This design comes from an exercise in tuning for small area, a short achievable clock period and few clock cycles per item on the open sky130 flow, not from production work. Function was checked by simulation only, so behaviour that the tests miss may differ from the original.

==> inputs of 08-23 <==
## angle_slew_limiter_unit
module angle_slew_limiter_unit
(
    input  logic                                   clk,
    input  logic                                   rst_n,
    input  logic                                   cfg_valid,
    output logic                                   cfg_ready,
    input  logic [asl_pkg::RATE_W-1:0]             cfg_max_rate,
    input  logic                                   frame_valid,
    output logic                                   frame_ready,
    input  logic signed [asl_pkg::VEC_WIDTH-1:0]   frame_tgt_x,
    input  logic signed [asl_pkg::VEC_WIDTH-1:0]   frame_tgt_y,
    input  logic signed [asl_pkg::VEC_WIDTH-1:0]   frame_src_x,
    input  logic signed [asl_pkg::VEC_WIDTH-1:0]   frame_src_y,
    input  logic [asl_pkg::STAMP_W-1:0]            frame_stamp_us,
    output logic                                   result_valid,
    input  logic                                   result_ready,
    output logic signed [asl_pkg::OUT_ANGLE_W-1:0] result_angle,
    output logic                                   result_was_limited,
    output logic                                   result_was_held
);
    localparam int G     = 11;           
    localparam int MST   = 2;         
    localparam int SST   = 14;         
    localparam int DEPTH = 16;       
    localparam int CNT_W = $clog2(DEPTH + 1);
    localparam int PTR_W = $clog2(DEPTH);
    logic [31:0] rate_q;
    logic [31:0] last_q;
    logic [CNT_W-1:0] cnt_q, cnt_n;
    logic ready_q;
    logic acc, take;
    logic rv_q;
    assign cfg_ready   = 1'b1;
    assign frame_ready = ready_q;
    assign acc  = frame_valid && ready_q;
    assign take = rv_q && result_ready;
    assign cnt_n = cnt_q + CNT_W'(acc) - CNT_W'(take);
    always_ff @(posedge clk or negedge rst_n)
    begin
        if (!rst_n)
        begin
  ...
clock: 7.5 ns
lec_check: 0
abc_area: 1
abc_clock_period_in_ps: 4000
cap_margin: 20
core_margin: 2
core_utilization: 45
setup_slack_margin: 3.3
slew_margin: 20
run.sh (not shown) runs the stock make flow with config.mk's settings and CLKGATE_MAP_FILE= SYNTH_SCRIPT=/design/flow/synth_recipe.tcl, a recipe that flattens the netlist after the stock synthesis.
==> 02-18: changes against 08-23 <==
--- a/flow/design.v
+++ b/flow/design.v
@@ -3593,46 +3593,54 @@
             cur_q <= new_angle;
     end
     localparam int FD    = DEPTH - 1;
     localparam int FPW   = (FD > 1) ? $clog2(FD) : 1;
     logic [17:0] mem [FD];
     logic [FPW-1:0] wp_q, rp_q;
     logic [CNT_W-1:0] fcnt_q;
-    logic [17:0] res_d, out_q;
-    logic out_free, fifo_nz, push, pop;
+    logic [17:0] res_d, pend_d, out_q;
+    logic [1:0]  lh_q;
+    logic pend_q;
+    logic out_free, fifo_nz, push, pop, direct;
     assign res_d    = {new_angle, limd, held_s};
+    assign pend_d   = {cur_q, lh_q};
     assign out_free = !rv_q || result_ready;
     assign fifo_nz  = (fcnt_q != '0);
-    assign push = v[SST] && !(out_free && !fifo_nz);
-    assign pop  = out_free && fifo_nz;
+    assign direct = out_free && !fifo_nz && !pend_q;
+    assign push   = pend_q && !(out_free && !fifo_nz);
+    assign pop    = out_free && fifo_nz;
     always_ff @(posedge clk)
     begin
         if (push)
-            mem[wp_q] <= res_d;
+            mem[wp_q] <= pend_d;
         if (out_free)
-            out_q <= fifo_nz ? mem[rp_q] : res_d;
+            out_q <= fifo_nz ? mem[rp_q] : (pend_q ? pend_d : res_d);
+        if (v[SST])
+            lh_q <= {limd, held_s};
     end
     always_ff @(posedge clk or negedge rst_n)
     begin
         if (!rst_n)
         begin
             wp_q   <= '0;
             rp_q   <= '0;
             fcnt_q <= '0;
             rv_q   <= 1'b0;
+            pend_q <= 1'b0;
         end
         else
         begin
             if (push)
                 wp_q <= (wp_q == FPW'(FD - 1)) ? '0 : wp_q + 1'b1;
             if (pop)
                 rp_q <= (rp_q == FPW'(FD - 1)) ? '0 : rp_q + 1'b1;
             fcnt_q <= fcnt_q + CNT_W'(push) - CNT_W'(pop);
+            pend_q <= v[SST] && !direct;
             if (out_free)
-                rv_q <= fifo_nz || v[SST];
+                rv_q <= fifo_nz || pend_q || v[SST];
         end
     end
     assign result_valid       = rv_q;
     assign result_angle       = out_q[17:2];
     assign result_was_limited = out_q[1];
     assign result_was_held    = out_q[0];
 endmodule
ABC_CLOCK_PERIOD_IN_PS = 4500   (was 4000)
==> qor summary <==
|  | 08-23 | 02-18 |
|---|---|---|
| Placed wire-length estimate after detailed placement | 196000 um | 195000 um |
| Worst stage delay on the critical path | 0.39 ns | 0.55 ns |
| Period Utilization, post-route | 0.564 | 0.555 |
| Global-route met3 utilization | 0.0277 | 0.0272 |
| Global-route usage over all layers | 0.218 | 0.214 |
| Core occupancy in the finished layout | 0.518 | 0.515 |
| Routed wire length | 263000 um | 257000 um |
| Footprint of the multi-input gates | 61600 um2 | 61000 um2 |
| Count of fill cells added during filler insertion | 21045 | 21145 |
| Last element of the critical path | mem[12][16] | zs_cq |
| Worst-case setup slack after placement | 2.13 ns | 1.96 ns |
| Starting DRT DRC Count | 4665 | 4977 |
| Post-placement cell area | 109000 um2 | 109000 um2 |
| Antenna diode count | 3 | 2 |
| Met1 routing resource usage after global routing | 0.285 | 0.283 |
| Clock-cell share of area | 0.0547 | 0.0550 |
| Outcome | complete, no violations | complete, no violations |
Testbench counts of 08-23, summed over its fixed seeds: cycles 2,560, items 2,048.
Testbench counts of 02-18, summed over its fixed seeds: cycles 2,560, items 2,048.

## what the ideal ports hide
No port has a modelled driver above. Below, the same layouts with a new extraction and two added sets of constraints.
Step 1: set_driving_cell puts a clkbuf_16 on clk and a buf_2 on each other input, an assumption about the parent block.
Step 2 also shifts input and output timing later by t, the mid clock arrival at the registers, as if the neighbouring blocks saw the same clock.
Three values: no drivers, after step 1, after step 2; two values: the first two.
run	t, ns	setup WS [ns]	hold slack, ns	worst register clock-pin slew, ns
08-23	0.915	3.271 / 3.271 / 2.698	0.256 / 0.256 / 0.256	0.07 / 0.07
02-18	0.925	3.340 / 3.340 / 2.692	0.302 / 0.302 / 0.302	0.07 / 0.07
After both steps every run listed still meets setup and hold. The setup slack of 02-18, which loses most, moves by 0.000 ns with the drivers and by -0.648 ns with both steps.
